From an optimization exercise on the open Yosys and OpenROAD flow, aimed at small area; shortcuts taken in it are not production practice.
In this exercise RTL edits were held to simulation tests only and were not proved equivalent to the original.
Power and IR drop assume default switching activity.

==> v2 <==
==> flow/design.v <==
package calc_pkg;
  localparam int DATA_W   = 32;
  localparam int IDX_W    = 4;
  localparam int TAG_W    = 2;
  localparam int CMD_W    = 4;
  localparam int RESP_W   = 2;
  localparam int SHAMT_W  = 5;
  localparam int NUM_REGS = 16;
  localparam logic [CMD_W-1:0] NOP   = 4'd0;
  localparam logic [CMD_W-1:0] ADD   = 4'd1;
  localparam logic [CMD_W-1:0] SUB   = 4'd2;
  localparam logic [CMD_W-1:0] SHL   = 4'd5;
  localparam logic [CMD_W-1:0] SHR   = 4'd6;
  localparam logic [CMD_W-1:0] STORE = 4'd9;
  localparam logic [CMD_W-1:0] FETCH = 4'd10;
  localparam logic [RESP_W-1:0] NONE = 2'd0;
  localparam logic [RESP_W-1:0] OK   = 2'd1;
  localparam logic [RESP_W-1:0] ERR  = 2'd2;
  localparam int OP_W = 3;
  localparam logic [OP_W-1:0] OP_NONE  = 3'd0;
  localparam logic [OP_W-1:0] OP_ADD   = 3'd1;
  localparam logic [OP_W-1:0] OP_SUB   = 3'd2;
  localparam logic [OP_W-1:0] OP_SHL   = 3'd3;
  localparam logic [OP_W-1:0] OP_SHR   = 3'd4;
  localparam logic [OP_W-1:0] OP_STORE = 3'd5;
  localparam logic [OP_W-1:0] OP_FETCH = 3'd6;
  localparam logic [OP_W-1:0] OP_ERR   = 3'd7;
  localparam int ENTRY_W = CMD_W + 3 * IDX_W + TAG_W + DATA_W;
endpackage
module calc_req_fifo (
  input  logic                           clk_i,
  input  logic                           rst_ni,
  input  logic                           en_i,
  input  logic [calc_pkg::CMD_W-1:0]     cmd_i,
  input  logic [calc_pkg::IDX_W-1:0]     d1_i,
  input  logic [calc_pkg::IDX_W-1:0]     d2_i,
  input  logic [calc_pkg::IDX_W-1:0]     r1_i,
  input  logic [calc_pkg::TAG_W-1:0]     tag_i,
  input  logic [calc_pkg::DATA_W-1:0]    data_i,
  output logic [calc_pkg::OP_W-1:0]      op_o,
  output logic [calc_pkg::IDX_W-1:0]     d1_o,
  output logic [calc_pkg::IDX_W-1:0]     d2_o,
  output logic [calc_pkg::IDX_W-1:0]     r1_o,
  output logic [calc_pkg::TAG_W-1:0]     tag_o,
  output logic [calc_pkg::DATA_W-1:0]    data_o
);
  logic [calc_pkg::OP_W-1:0] op_d;
  always_comb begin
    op_d = calc_pkg::OP_NONE;
    if (en_i) begin
      case (cmd_i)
        calc_pkg::NOP:   op_d = calc_pkg::OP_NONE;
        calc_pkg::ADD:   op_d = calc_pkg::OP_ADD;
        calc_pkg::SUB:   op_d = calc_pkg::OP_SUB;
        calc_pkg::SHL:   op_d = calc_pkg::OP_SHL;
        calc_pkg::SHR:   op_d = calc_pkg::OP_SHR;
        calc_pkg::STORE: op_d = calc_pkg::OP_STORE;
        calc_pkg::FETCH: op_d = calc_pkg::OP_FETCH;
        default:         op_d = calc_pkg::OP_ERR;
      endcase
    end
  end
  always_ff @(posedge clk_i or negedge rst_ni) begin
    if (!rst_ni) begin
      op_o <= calc_pkg::OP_NONE;
    end else begin
      op_o <= op_d;
    end
  end
  always_ff @(posedge clk_i) begin
    d1_o   <= d1_i;
    d2_o   <= d2_i;
    r1_o   <= r1_i;
    tag_o  <= tag_i;
    data_o <= data_i;
  end
endmodule
import calc_pkg::*;
module calc_resp_engine (
  input  logic              c_clk,
  input  logic              reset_n,
  input  logic [CMD_W-1:0]  req_cmd,
  input  logic [IDX_W-1:0]  req_d1,
  input  logic [IDX_W-1:0]  req_d2,
  input  logic [IDX_W-1:0]  req_r1,
  input  logic [TAG_W-1:0]  req_tag,
  input  logic [DATA_W-1:0] req_data,
  output logic              req_ready,
  output logic [RESP_W-1:0] out_resp,
  output logic [TAG_W-1:0]  out_tag,
  output logic [DATA_W-1:0] out_data
);
  logic [OP_W-1:0]   op;
  logic [IDX_W-1:0]  head_d1, head_d2, head_r1;
  logic [TAG_W-1:0]  head_tag;
  logic [DATA_W-1:0] head_data;
  logic              req_ready_q;
  logic [RESP_W-1:0] resp_q, resp_d;
  logic [TAG_W-1:0]  tag_q;
  logic [DATA_W-1:0] data_q;
  logic              fetch_q;
  logic [DATA_W-1:0]   regs_q [NUM_REGS];
  logic [NUM_REGS-1:0] valid_q;
  logic [NUM_REGS-1:0] sel_a, sel_b, we;
  logic [DATA_W-1:0]   op_a, op_b, wr_val;
  logic                wr_en;
  calc_req_fifo u_fifo (
    .clk_i  (c_clk),
    .rst_ni (reset_n),
    .en_i   (req_ready_q),
    .cmd_i  (req_cmd),
    .d1_i   (req_d1),
    .d2_i   (req_d2),
    .r1_i   (req_r1),
    .tag_i  (req_tag),
    .data_i (req_data),
    .op_o   (op),
    .d1_o   (head_d1),
    .d2_o   (head_d2),
    .r1_o   (head_r1),
    .tag_o  (head_tag),
    .data_o (head_data)
  );
  always_comb begin
    for (int i = 0; i < NUM_REGS; i++) begin
      sel_a[i] = valid_q[i] && (head_d1 == IDX_W'(i));
      sel_b[i] = valid_q[i] && (head_d2 == IDX_W'(i));
    end
  end
  always_comb begin
    logic [DATA_W-1:0] acc_a, acc_b;
    acc_a = '0;
    acc_b = '0;
    for (int i = 0; i < NUM_REGS; i++) begin
      acc_a = acc_a | (regs_q[i] & {DATA_W{sel_a[i]}});
      acc_b = acc_b | (regs_q[i] & {DATA_W{sel_b[i]}});
    end
    op_a = acc_a;
    op_b = acc_b;
  end
  logic              is_sub;
  logic [DATA_W:0]   sum;
  assign is_sub = (op == OP_SUB);
  assign sum    = {1'b0, op_a} + {1'b0, op_b ^ {DATA_W{is_sub}}} + {{DATA_W{1'b0}}, is_sub};
  logic              is_shl;
  logic [DATA_W-1:0] sh_in, sh_out, sh_rev, a_rev;
  assign is_shl = (op == OP_SHL);
  always_comb begin
    for (int j = 0; j < DATA_W; j++) begin
      a_rev[j] = op_a[DATA_W-1-j];
    end
  end
  assign sh_in  = is_shl ? a_rev : op_a;
  assign sh_out = sh_in >> op_b[SHAMT_W-1:0];
  always_comb begin
    for (int j = 0; j < DATA_W; j++) begin
      sh_rev[j] = sh_out[DATA_W-1-j];
    end
  end
  always_comb begin
    resp_d = NONE;
    wr_en  = 1'b0;
    wr_val = '0;
    case (op)
      OP_ADD: begin
        resp_d = sum[DATA_W] ? ERR : OK;
        wr_en  = !sum[DATA_W];
        wr_val = sum[DATA_W-1:0];
      end
      OP_SUB: begin
        resp_d = sum[DATA_W] ? OK : ERR;
        wr_en  = sum[DATA_W];
        wr_val = sum[DATA_W-1:0];
      end
      OP_SHL: begin
        resp_d = OK;
        wr_en  = 1'b1;
        wr_val = sh_rev;
      end
      OP_SHR: begin
        resp_d = OK;
        wr_en  = 1'b1;
        wr_val = sh_out;
      end
      OP_STORE: begin
        resp_d = OK;
        wr_en  = 1'b1;
        wr_val = head_data;
      end
      OP_FETCH: resp_d = OK;
      OP_ERR:   resp_d = ERR;
      default:  resp_d = NONE;
    endcase
  end
  always_comb begin
    for (int i = 0; i < NUM_REGS; i++) begin
      we[i] = wr_en && (head_r1 == IDX_W'(i));
    end
  end
  always_ff @(posedge c_clk or negedge reset_n) begin
    if (!reset_n) begin
      req_ready_q <= 1'b0;
      resp_q      <= NONE;
      fetch_q     <= 1'b0;
      valid_q     <= '0;
    end else begin
      req_ready_q <= 1'b1;
      resp_q      <= resp_d;
      fetch_q     <= (op == OP_FETCH);
      valid_q     <= valid_q | we;
    end
  end
  always_ff @(posedge c_clk) begin
    tag_q  <= head_tag;
    data_q <= op_a;
    for (int i = 0; i < NUM_REGS; i++) begin
      if (we[i]) begin
        regs_q[i] <= wr_val;
      end
    end
  end
  assign req_ready = req_ready_q;
  assign out_resp  = resp_q;
  assign out_tag   = tag_q & {TAG_W{resp_q != NONE}};
  assign out_data  = data_q & {DATA_W{fetch_q}};
endmodule
==> flow/run.sh <==
#!/bin/bash
# synth_recipe.tcl (not shown) runs the flow's synth.tcl, then flattens the netlist and writes it again
# the make line also repeats each setting of config.mk as NAME=value (left out here)
make -C /OpenROAD-flow-scripts/flow DESIGN_CONFIG=/design/flow/config.mk WORK_HOME=/design/flow/orfs CLKGATE_MAP_FILE= SYNTH_SCRIPT=/design/flow/synth_recipe.tcl finish
==> flow/config.mk <==
export PLATFORM = sky130hd
export DESIGN_NAME = calc_resp_engine
export DESIGN_NICKNAME = calc_resp_engine
export VERILOG_FILES = /design/flow/design.v
export SDC_FILE = /design/flow/constraint.sdc
export NUM_CORES = 4
export LEC_CHECK = 0
export CAP_MARGIN = 20
export CORE_MARGIN = 2
export CORE_UTILIZATION = 30
export SLEW_MARGIN = 20
==> flow/constraint.sdc <==
create_clock -name core_clock -period 10.0 [get_ports {c_clk}]
set_input_delay 2.0000 -clock core_clock [delete_from_list [all_inputs] [get_ports {c_clk}]]
set_output_delay 2.0000 -clock core_clock [all_outputs]
set_load 0.01 [all_outputs]
==> v9: changes against v2 <==
--- a/flow/design.v
+++ b/flow/design.v
@@ -40,4 +40,4 @@
   output logic [calc_pkg::OP_W-1:0]      op_o,
-  output logic [calc_pkg::IDX_W-1:0]     d1_o,
-  output logic [calc_pkg::IDX_W-1:0]     d2_o,
+  output logic [calc_pkg::NUM_REGS-1:0]  sel1_o,
+  output logic [calc_pkg::NUM_REGS-1:0]  sel2_o,
   output logic [calc_pkg::IDX_W-1:0]     r1_o,
@@ -69,9 +69,21 @@
   end
+  logic [calc_pkg::DATA_W-1:0] payload_d, payload_q;
+  always_comb begin
+    if (cmd_i == calc_pkg::STORE) begin
+      payload_d = data_i;
+    end else begin
+      for (int i = 0; i < calc_pkg::NUM_REGS; i++) begin
+        payload_d[calc_pkg::NUM_REGS+i] = (d1_i == calc_pkg::IDX_W'(i));
+        payload_d[i]                    = (d2_i == calc_pkg::IDX_W'(i));
+      end
+    end
+  end
   always_ff @(posedge clk_i) begin
-    d1_o   <= d1_i;
-    d2_o   <= d2_i;
-    r1_o   <= r1_i;
-    tag_o  <= tag_i;
-    data_o <= data_i;
-  end
+    r1_o      <= r1_i;
+    tag_o     <= tag_i;
+    payload_q <= payload_d;
+  end
+  assign data_o = payload_q;
+  assign sel1_o = payload_q[2*calc_pkg::NUM_REGS-1:calc_pkg::NUM_REGS];
+  assign sel2_o = payload_q[calc_pkg::NUM_REGS-1:0];
 endmodule
@@ -93,3 +105,3 @@
   logic [OP_W-1:0]   op;
-  logic [IDX_W-1:0]  head_d1, head_d2, head_r1;
+  logic [IDX_W-1:0]  head_r1;
   logic [TAG_W-1:0]  head_tag;
@@ -102,4 +114,4 @@
   logic [DATA_W-1:0]   regs_q [NUM_REGS];
-  logic [NUM_REGS-1:0] valid_q;
-  logic [NUM_REGS-1:0] sel_a, sel_b, we;
+  logic                clr;
+  logic [NUM_REGS-1:0] sel_a, sel_b, we, ld;
   logic [DATA_W-1:0]   op_a, op_b, wr_val;
@@ -117,4 +129,4 @@
     .op_o   (op),
-    .d1_o   (head_d1),
-    .d2_o   (head_d2),
+    .sel1_o (sel_a),
+    .sel2_o (sel_b),
     .r1_o   (head_r1),
@@ -123,8 +135,2 @@
   );
-  always_comb begin
-    for (int i = 0; i < NUM_REGS; i++) begin
-      sel_a[i] = valid_q[i] && (head_d1 == IDX_W'(i));
-      sel_b[i] = valid_q[i] && (head_d2 == IDX_W'(i));
-    end
-  end
   always_comb begin
@@ -143,3 +149,29 @@
   assign is_sub = (op == OP_SUB);
-  assign sum    = {1'b0, op_a} + {1'b0, op_b ^ {DATA_W{is_sub}}} + {{DATA_W{1'b0}}, is_sub};
+  logic [DATA_W-1:0] add_b, add_g, add_p, add_c;
+  logic [DATA_W/4:0] grp_c;
+  assign add_b = op_b ^ {DATA_W{is_sub}};
+  assign add_g = op_a & add_b;
+  assign add_p = op_a ^ add_b;
+  always_comb begin
+    grp_c[0] = is_sub;
+    for (int k = 0; k < DATA_W/4; k++) begin
+      grp_c[k+1] = add_g[4*k+3]
+                 | (add_p[4*k+3] & add_g[4*k+2])
+                 | (add_p[4*k+3] & add_p[4*k+2] & add_g[4*k+1])
+                 | (add_p[4*k+3] & add_p[4*k+2] & add_p[4*k+1] & add_g[4*k])
+                 | (add_p[4*k+3] & add_p[4*k+2] & add_p[4*k+1] & add_p[4*k] & grp_c[k]);
+    end
+  end
+  always_comb begin
+    for (int k = 0; k < DATA_W/4; k++) begin
+      add_c[4*k]   = grp_c[k];
+      add_c[4*k+1] = add_g[4*k]   | (add_p[4*k]   & grp_c[k]);
+      add_c[4*k+2] = add_g[4*k+1] | (add_p[4*k+1] & add_g[4*k])
+                   | (add_p[4*k+1] & add_p[4*k] & grp_c[k]);
+      add_c[4*k+3] = add_g[4*k+2] | (add_p[4*k+2] & add_g[4*k+1])
+                   | (add_p[4*k+2] & add_p[4*k+1] & add_g[4*k])
+                   | (add_p[4*k+2] & add_p[4*k+1] & add_p[4*k] & grp_c[k]);
+    end
+  end
+  assign sum = {grp_c[DATA_W/4], add_p ^ add_c};
   logic              is_shl;
@@ -197,4 +229,6 @@
       we[i] = wr_en && (head_r1 == IDX_W'(i));
-    end
-  end
+      ld[i] = we[i] || clr;
+    end
+  end
+  assign clr = !req_ready_q;
   always_ff @(posedge c_clk or negedge reset_n) begin
@@ -204,3 +238,2 @@
       fetch_q     <= 1'b0;
-      valid_q     <= '0;
     end else begin
@@ -209,3 +242,2 @@
       fetch_q     <= (op == OP_FETCH);
-      valid_q     <= valid_q | we;
     end
@@ -216,3 +248,3 @@
     for (int i = 0; i < NUM_REGS; i++) begin
-      if (we[i]) begin
+      if (ld[i]) begin
         regs_q[i] <= wr_val;
==> flow/flow/run.sh (new file) <==
#!/bin/bash
# Own layout flow: the standard flow (standard.sh, synthesis included)
# with two changes: the port buffers use the smallest buffer cell, and the
# clock tree uses clkbuf_4 sink clusters of at most 10 sinks, without dummy
# loads. The full make output goes to flow_make.log here; ORFS writes each
# step's own log under orfs/logs.
set -euo pipefail
export BUFFER_PORTS_ARGS="-buffer_cell sky130_fd_sc_hd__buf_1"
export CTS_ARGS="-sink_clustering_enable -repair_clock_nets -dont_use_dummy_load -buf_list sky130_fd_sc_hd__clkbuf_4 -sink_clustering_size 10 -sink_clustering_max_diameter 50"
bash standard.sh > flow_make.log 2>&1
==> flow/standard.sh (new file) <==
#!/bin/bash
# synth_recipe.tcl (not shown) runs the flow's synth.tcl, then flattens the netlist and writes it again
# the make line also repeats each setting of config.mk as NAME=value (left out here)
make -C /OpenROAD-flow-scripts/flow DESIGN_CONFIG=/design/flow/config.mk WORK_HOME=/design/flow/orfs CLKGATE_MAP_FILE= SYNTH_SCRIPT=/design/flow/synth_recipe.tcl "${@:-finish}"
- CORE_UTILIZATION: 30 -> 50
- PLACE_DENSITY: default -> 0.75
removed: flow/run.sh
==> notes <==
Against v9, the count of clock-buffer cells in the layout of v2 is higher by 16. Sequential share of layout area: v9 is higher than v2 (8.3 points). Between v9 and v2, the lower design area is in v9 (gap 17%, measured against v2). Against v2, the sequential power of v9 is higher by about 60%. Of v9 and v2, v2 has the higher wire length (gap about 28%, measured against v2). Combinational power: v2 is lower than v9 (47%). Area after synthesis: v2 is higher than v9 (about 10%).

==> static timing again, ports no longer ideal <==
Ports are ideal in the flow. The routed layouts listed here were re-timed in OpenROAD. Step 1, drivers: a clkbuf_16 drives c_clk and a buf_2 each remaining input, both assumed. Step 2 adds t to the input delays and takes it off the output delays; t is the mean of the earliest and latest rising clock arrival at the registers after step 1. Input paths then give back, and output paths get back, about the clock's delay inside the block. Slacks: ideal / step 1 / step 2; pairs: ideal / step 1.
| run | shift t [ns] | setup WS [ns] | latest minus earliest clock arrival (ns) |
|---|---|---|---|
| v2 | 0.696 | 1.362 / 1.362 / 1.362 | 0.037 / 0.037 |
| v9 | 0.926 | 3.762 / 3.762 / 3.762 | 0.094 / 0.094 |
After both steps setup and hold are still met in every run listed.
